This is an optimization exercise on Yosys and OpenROAD, whose aim is small area, a short achievable clock period and few clock cycles, not a production implementation. Function was checked by simulation only, so behaviour that the tests miss may differ from the original.

File: flow/config.mk
export PLATFORM = sky130hd
export DESIGN_NAME = descent_top
export DESIGN_NICKNAME = descent_top
export VERILOG_FILES = /design/flow/design.v
export SDC_FILE = /design/flow/constraint.sdc
export NUM_CORES = 4
export LEC_CHECK = 0
export CAP_MARGIN = 20
export CORE_MARGIN = 2
export CORE_UTILIZATION = 40
export SLEW_MARGIN = 20
File: flow/constraint.sdc
create_clock -name core_clock -period 15.0 [get_ports {clk}]
set_input_delay 3.0000 -clock core_clock [delete_from_list [all_inputs] [get_ports {clk}]]
set_output_delay 3.0000 -clock core_clock [all_outputs]
set_load 0.01 [all_outputs]
File: flow/design.v
package descent_pkg;
    localparam int N_ELEM    = 8;
    localparam int FRAC_BITS = 16;
    localparam int VAL_W   = 32;
    localparam int OBJ_W   = 48;
    localparam int ADDR_W  = 3;
    localparam int SHIFT_W = 4;
    localparam int ITER_W  = 5;
    typedef logic signed [VAL_W-1:0] val_t;
    typedef logic signed [OBJ_W-1:0] obj_t;
    typedef logic [ADDR_W-1:0]       addr_t;
    typedef logic [SHIFT_W-1:0]      shift_t;
    typedef logic [ITER_W-1:0]       iter_t;
    localparam int MAX_SHIFT = 12;
    localparam int MAX_ITER  = 16;
    localparam obj_t EPSILON = obj_t'(1) <<< (FRAC_BITS - 10);
    typedef enum logic [2:0] {
        PH_IDLE,
        PH_INIT_EVAL,
        PH_SEARCH,
        PH_JUDGE,
        PH_DONE
    } phase_t;
    typedef enum logic [1:0] {
        LS_IDLE,
        LS_STEP,
        LS_EVAL,
        LS_DECIDE
    } ls_state_t;
endpackage
module descent_top (
    input  logic               clk,
    input  logic               rst_LBFGS,
    input  logic               param_we,
    input  descent_pkg::addr_t param_addr,
    input  descent_pkg::val_t  param_weight,
    input  descent_pkg::val_t  param_mean,
    input  logic [descent_pkg::N_ELEM*descent_pkg::VAL_W-1:0] x_init,
    input  logic               start,
    output logic               busy,
    output logic               done,
    output logic               converged,
    output logic [descent_pkg::N_ELEM*descent_pkg::VAL_W-1:0] x_result,
    output descent_pkg::obj_t  f_result,
    output descent_pkg::iter_t iter_count
);
    localparam int N = 8;
    logic [N-1:0][31:0] wmem;
    logic [N-1:0][31:0] mmem;
    always_ff @(posedge clk) begin
        if (param_we) begin
            wmem[param_addr] <= param_weight;
            mmem[param_addr] <= param_mean;
        end
    end
    logic [N-1:0][31:0] xs;      
    logic [N-1:0][31:0] gs;      
    logic [N-1:0][31:0] gts;     
    logic signed [47:0] fcur;
    logic [4:0]         iters;
    assign x_result   = xs;
    assign f_result   = fcur;
    assign iter_count = iters;
    localparam logic [1:0] IS_NONE = 2'd0, IS_INIT = 2'd1, IS_TRIAL = 2'd2, IS_FINAL = 2'd3;
    logic [1:0] is_mode;
    logic [2:0] ec;           
    logic [2:0] is_cnt;       
    logic [3:0] is_k;         
    logic       is_commit;    
    logic       is_kc_zero;   
    logic [3:0] is_kc;        
    logic signed [31:0] xr, gr, gtr, xb, gb;
    logic               commit_now;
    logic               issue_v;
    assign commit_now = is_commit && (is_mode != IS_NONE);
    assign issue_v    = (is_mode == IS_INIT) || (is_mode == IS_TRIAL);
    always_comb begin
        xr = xs[ec];
        gr = gs[ec];
        gtr = gts[ec];
        xb = xr;
        gb = gr;
        if (commit_now) begin
            gb = gtr;
            if (!is_kc_zero) xb = xr - (gr >>> is_kc);
        end
    end
    logic               s1_v, s2_v, s3_v, s4_v, s5_v, s6_v;
    logic               s1_first, s2_first, s3_first, s4_first, s5_first;
    logic               s1_last, s2_last, s3_last, s4_last, s5_last, s6_last;
    logic               s1_init, s2_init, s3_init, s4_init, s5_init, s6_init;
    logic               s1_zero;
    logic [3:0]         s1_k, s2_k, s3_k, s4_k, s5_k, s6_k;
    logic [2:0]         s1_ec, s2_ec, s3_ec, s4_ec, s5_ec, s6_ec;
    logic signed [31:0] s1_xb, s1_gb;
    logic signed [31:0] s2_d, s3_d, s4_d;
    logic signed [63:0] s3_prod;
    logic signed [47:0] s4_p;
    logic signed [47:0] s5_term;
    logic [31:0]        s5_gt, s6_gt;
    logic signed [47:0] acc;
    logic signed [31:0] xt1, d1;
    logic signed [63:0] prod3;
    logic signed [63:0] q4;
    always_comb begin
        xt1   = s1_xb - (s1_zero ? 32'sd0 : (s1_gb >>> s1_k));
        d1    = xt1 - $signed(mmem[s1_ec]);
        prod3 = $signed(wmem[s2_ec]) * s2_d;
        q4    = 64'(s4_p) * 64'(s4_d);
    end
    always_ff @(posedge clk) begin
        s1_first <= (is_cnt == 3'd0);
        s1_last  <= (is_cnt == 3'd7);
        s1_init  <= (is_mode == IS_INIT);
        s1_zero  <= (is_mode == IS_INIT);
        s1_k     <= is_k;
        s1_ec    <= ec;
        s1_xb    <= xb;
        s1_gb    <= gb;
        s2_first <= s1_first;
        s2_last  <= s1_last;
        s2_init  <= s1_init;
        s2_k     <= s1_k;
        s2_ec    <= s1_ec;
        s2_d     <= d1;
        s3_first <= s2_first;
        s3_last  <= s2_last;
        s3_init  <= s2_init;
        s3_k     <= s2_k;
        s3_ec    <= s2_ec;
        s3_d     <= s2_d;
        s3_prod  <= prod3;
        s4_first <= s3_first;
        s4_last  <= s3_last;
        s4_init  <= s3_init;
        s4_k     <= s3_k;
        s4_ec    <= s3_ec;
        s4_d     <= s3_d;
        s4_p     <= s3_prod[63:16];
        s5_first <= s4_first;
        s5_last  <= s4_last;
        s5_init  <= s4_init;
        s5_k     <= s4_k;
        s5_ec    <= s4_ec;
        s5_term  <= q4[63:16];
        s5_gt    <= {s4_p[30:0], 1'b0};
        s6_last  <= s5_last;
        s6_init  <= s5_init;
        s6_k     <= s5_k;
        s6_ec    <= s5_ec;
        s6_gt    <= s5_gt;
        if (s5_v) acc <= s5_first ? s5_term : acc + s5_term;
        if (s6_v) gts[s6_ec] <= s6_gt;
    end
    logic               dec_v;
    logic               accept;
    logic signed [47:0] delta, delta_mag;
    logic               conv_now;
    always_comb begin
        dec_v     = s6_v && s6_last && !s6_init;
        accept    = acc < fcur;
        delta     = fcur - acc;
        delta_mag = delta[47] ? -delta : delta;
        conv_now  = delta_mag <= 48'sd64;
    end
    always_ff @(posedge clk) begin
        if (commit_now) begin
            xs[ec] <= xb;
            gs[ec] <= gb;
        end
        if (s6_v && s6_last && (s6_init || accept)) fcur <= acc;
        if (start && !busy && rst_LBFGS) xs <= x_init;
        if (!rst_LBFGS) begin
            busy      <= 1'b0;
            done      <= 1'b0;
            converged <= 1'b0;
            iters     <= '0;
            is_mode   <= IS_NONE;
            ec        <= '0;
            is_cnt    <= '0;
            s1_v <= 1'b0; s2_v <= 1'b0; s3_v <= 1'b0;
            s4_v <= 1'b0; s5_v <= 1'b0; s6_v <= 1'b0;
        end else begin
            done <= 1'b0;
            ec   <= ec + 3'd1;
            s1_v <= issue_v;
            s2_v <= s1_v;
            s3_v <= s2_v;
            s4_v <= s3_v;
            s5_v <= s4_v;
            s6_v <= s5_v;
            if (is_mode != IS_NONE) begin
                is_cnt <= is_cnt + 3'd1;
                if (is_cnt == 3'd7) begin
                    case (is_mode)
                        IS_INIT: begin
                            is_mode    <= IS_TRIAL;
                            is_k       <= 4'd0;
                            is_commit  <= 1'b1;
                            is_kc_zero <= 1'b1;
                        end
                        IS_TRIAL: begin
                            is_commit <= 1'b0;
                            if (is_k == 4'd12) is_mode <= IS_NONE;
                            else               is_k    <= is_k + 4'd1;
                        end
                        default: begin
                            is_mode <= IS_NONE;
                            done    <= 1'b1;
                            busy    <= 1'b0;
                        end
                    endcase
                end
            end
            if (dec_v) begin
                if (accept) begin
                    s1_v <= 1'b0; s2_v <= 1'b0; s3_v <= 1'b0;
                    s4_v <= 1'b0; s5_v <= 1'b0; s6_v <= 1'b0;
                    iters      <= iters + 5'd1;
                    is_cnt     <= '0;
                    is_k       <= 4'd0;
                    is_commit  <= 1'b1;
                    is_kc_zero <= 1'b0;
                    is_kc      <= s6_k;
                    if (conv_now) converged <= 1'b1;
                    if (conv_now || iters == 5'd15) is_mode <= IS_FINAL;
                    else                            is_mode <= IS_TRIAL;
                end else if (s6_k == 4'd12) begin
                    done <= 1'b1;
                    busy <= 1'b0;
                end
            end
            if (start && !busy) begin
                busy      <= 1'b1;
                converged <= 1'b0;
                iters     <= '0;
                is_mode   <= IS_INIT;
                is_cnt    <= '0;
                is_commit <= 1'b0;
            end
        end
    end
endmodule
File: flow/run.sh
#!/bin/bash
# synth_recipe.tcl (not shown) runs the flow's synth.tcl, then flattens the netlist and writes it again
# the make line also repeats each setting of config.mk as NAME=value (left out here)
make -C /OpenROAD-flow-scripts/flow DESIGN_CONFIG=/design/flow/config.mk WORK_HOME=/design/flow/orfs CLKGATE_MAP_FILE= SYNTH_SCRIPT=/design/flow/synth_recipe.tcl finish
==> results by group <==
Yosys
  • Synthesized Nets: between 15,000 and 20,000
  • Sequential fraction of the synthesis area: 0.299
  • Number of storage elements in the synthesis netlist: 1,833
  • Most frequently used flop master after synthesis: edfxtp_1
  • Async set-reset flop share out of synthesis: 0
  • Number of enable-type register cells in the synthesized netlist: approximately 1,400
  • Yosys cell types: 98
  • Synth area leaders: fa_1, edfxtp_1, inv_1
  • Cell type contributing the most total cell area after synthesis: fa_1
  • Cell Area, Synth: between 150,000 and 200,000 um2
  • Yosys warning total: 1
  • Fraction of post-synthesis cell area in the top cell type by area: 0.288
  • Synthesized area per cell: 10.5 um2
  • Number of instances in the synthesized netlist: 16,042

Min path
  • Hold WC Path Type: reg2reg

Timing
  • Max-slew headroom at the worst pin: 0.114
  • Period Utilization, post-route: 0.731
  • Setup repair after global routing missed its margin: no
  • Actual slew at the worst max-slew pin: approximately 1300 ps
  • Accumulated negative setup slack: 0 ps
  • Number of endpoints failing setup at the final stage: 0
  • Fin crit period: roughly 11,000 ps
  • Final worst clock skew: between 100 and 150 ps
  • Final Slew Violations: 0
  • Achievable Freq: around 90 MHz
  • Hold violation total from the final report: 0

Clocking
  • Clock latency of the later-clocked register in the worst-skew pair: between 900 and 1000 ps
  • Clock transition time at the flip-flop clock pins of the worst setup and hold paths: ~70 ps
  • Cts-stage hold buffer count: 0
  • Number of levels the H-tree was split into: 4
  • Clock buffer count from CTS: 206
  • TritonCTS clock tree: yes
  • Clock buffer depth: 4
  • Buffers inserted by post-CTS timing repair: 0
  • Buffer cell driving the clock tree root: clkbuf_16
  • Number of clock sinks: 1,833
  • Post-cts sizing count: 0

Worst setup path
  • Crit path capture type: flop
  • Critical Path Fanout Max: between 40 and 50
  • Worst EP arrival: 11,780 ps
  • Maximum cell stage delay along the critical path: about 970 ps
  • Kind of critical path: reg2reg
  • Cell type of the slowest stage on the worst timing path: dfxtp_4
  • Library cell appearing most often on the critical path: fa_1
  • Critical path data required time: 15,820 ps
  • Critical path launch point type: flop

Finish
  • Area taken by flip-flops and latches: 50,600 um2
  • Multi-input gate area: 105,000 um2
  • Count of nets after finishing: slightly below 20,000
  • Fin util: 0.447
  • Share of final-layout standard cells stronger than drive strength 1: 0.0724
  • Filler cell count: between 30,000 and 40,000
  • Layout overhead on the synthesized area: 11.2%

Placed design
  • Post-detailed-placement half-perimeter wirelength: 389,000 um
  • Global placer's final weighted congestion: ~0.96
  • IO Port Bufs: around 640

Global routing
  • Antenna violations before repair: just over 90
  • Overall fraction of global-route tracks in use: 0.262
  • Largest net degree at the start of global routing: 202
  • Wire length of the first global-routing pass: 839,000 um
  • Vias in the first global route: between 100k and 150k
  • Grt total ovfl: 0

Die
  • Total core area: roughly 420,000 um2
  • Initial Util: 0.402
  • Rows: between 200 and 250
  • Die area: between 400,000 and 500,000 um2
  • Die Span X: roughly 650 um
  • I/O pin cnt: 639
  • Overall die height: about 650 um

Routing
  • Number of routed nets with antenna violations: 0
  • Via-per-instance ratio: between 5 and 6
  • Routed vias: roughly 120k
  • DRC violations left: 0
  • Final WL: roughly 560,000 um
  • Number of design-rule violations left by the first detailed-router iteration: between 10,000 and 15,000
  • Pre-antenna DRT Iters: 6
  • Average wire length per cell after detail routing: around 26 um

Status
  • Result of the run: timing/DRC/antenna clean

Job
  • Max-cap viol count: 0
[worst max-delay path: cells and delay by family, from the launching register on]
family / cells / cell delay [ps]
muxes: 2 / 1100
adders and majority gates: 9 / 4030
and+or+nand+nor: 4 / 1050
DFF: 1 / 970
buffers and inverters: 5 / 750
AOI/OAI and AO/OA: 12 / 2890
[logic make-up (layout without fill, tap and decap cells)]
| family | count (synthesis) | after routing | share of synthesized area |
|---|---|---|---|
| adders and majority gates | 2991 | 2991 | 0.330 |
| buffers and inverters | 3668 | 3855 | 0.0816 |
| DFF | 1833 | 1833 | 0.299 |
| AOI/OAI and AO/OA | 2229 | 2229 | 0.0949 |
| other | 0 | 59 | 0 |
| and+or+nand+nor | 4507 | 4507 | 0.121 |
| xor gates and xnor gates | 264 | 264 | 0.0137 |
| muxes | 550 | 550 | 0.0594 |
[path summary, 6_finish.rpt]
kind | start | to | slack, ps | depth (start not counted)
worst min-delay path | s4_ec[2] | s5_ec[2] | 270 | 0
worst min register to register | s4_ec[2] | s5_ec[2] | 270 | 0
worst max-delay path | s2_ec[0] | s3_prod[60] | 4040 | 32
worst max register to register | s2_ec[0] | s3_prod[60] | 4040 | 32
[synth_stat cells, drive strengths merged, types with 11 or more instances]
cell     instances
a221oi         160
buf            201
a22oi           65
a21boi          16
nor3b           16
a22o           730
a2111oi         13
mux4           355
nor2b           80
or2             21
fa            2433
mux2            68
o31ai           32
a211oi          35
nand4           39
nand2         2462
a31oi           22
o211ai          19
and2           856
clkbuf         884
nor3           101
a21oi          241
inv           2573
o21bai          33
nand3          115
nor4            32
mux2i          127
a311o           17
a211o           11
edfxtp        1386
ha             558
and3            58
or3             21
a21o            82
nor2           596
nand2b          74
xor2            79
o21a            59
o21ai          598
dfxtp          447
xnor2          185
[metrics by stage]
stage / setup slack [ps] / instance area, um2 / std cells / hold slack, ps
6_report: 4040 / 188000 / 21928 / 265
4_1_cts: 3960 / 188000 / 21869 / 244
2_1_floorplan: 3620 / 169000 / 16042 / 310
3_3_place_gp: 4030 / 181000 / 21482 / 310
3_5_place_dp: 4020 / 181000 / 21483 / 312
5_1_grt: 3370 / 188000 / 21910 / 260
[cell usage in the layout (no fill, tap or decap), types with 33 or more instances in the layout]
cell type	synthesis	final
inv_1	2571	2571
nand2_1	2461	2447
fa_1	2433	2433
edfxtp_1	1386	1386
and2_1	854	852
a22o_1	730	730
clkdlybuf4s50_1	0	636
nor2_1	596	587
ha_1	558	558
o21ai_0	552	552
dfxtp_1	447	404
mux4_2	355	355
buf_4	1	244
a21oi_1	239	236
clkbuf_16	0	217
xnor2_1	185	185
a221oi_1	160	160
mux2i_1	127	127
nand3_1	115	107
nor3_1	101	96
a21o_1	82	82
nor2b_1	80	78
xor2_1	78	78
nand2b_1	74	73
mux2_2	68	68
a22oi_1	65	65
diode_2	0	59
o21a_1	59	59
and3_1	56	53
o21ai_1	43	42
clkinv_2	0	41
nand4_1	39	39
clkinv_1	10	37
a211oi_1	34	34
o21bai_1	33	33
dfxtp_2	0	33
[per-layer routing]
| layer | global-route usage | part of all wire | up-vias |
|---|---|---|---|
| li1 | - | - | 52367 |
| met1 | 0.371 | 0.41 | 64387 |
| met2 | 0.389 | 0.44 | 6761 |
| met3 | 0.0777 | 0.12 | 1059 |
| met4 | 0.0733 | 0.031 | 46 |
| met5 | 0.00645 | 0.0011 | - |
[registers in the layout (all words and copies together) (netlist names), 48 cells and up]
register,cells
gs,256
gts,256
acc,48
xs,256
mmem,256
s3_prod,48
wmem,256
s5_term,48
fcur,48
s4_p,48
[layout make-up]
type                    instances  area share
multi-input cells           10541       0.558
diodes                         59    0.000786
clock inverters               136     0.00779
well taps                    5640      0.0376
flip-flops and latches       1833       0.270
repair buffers                886      0.0442
inverters                    2583      0.0516
clock buffers                 250      0.0303
Testbench counts, summed over its fixed seeds: cycles 50,082.

static timing again, ports no longer ideal:
In the flow no input, the clock included, has a driving cell. The finished layout below was timed again as built, in two steps. Step 1 assumes that a clkbuf_16 drives the clock port and a buf_2 every other input. Step 2 also shifts input and output timing later by t, the mid clock arrival at the registers, as if the neighbouring blocks saw the same clock. Three values: ideal, step 1, step 2; two values: the first two.
t (ns): 1.031
setup WS [ns]: 4.039 / 4.039 / 4.039
worst setup path after step 2: register to register
slew at the worst register clock pin (ns): 0.07 / 0.07
After both steps this run still meets setup and hold. The setup slack of this run moves by 0.000 ns with the drivers and by 0.000 ns with both steps.
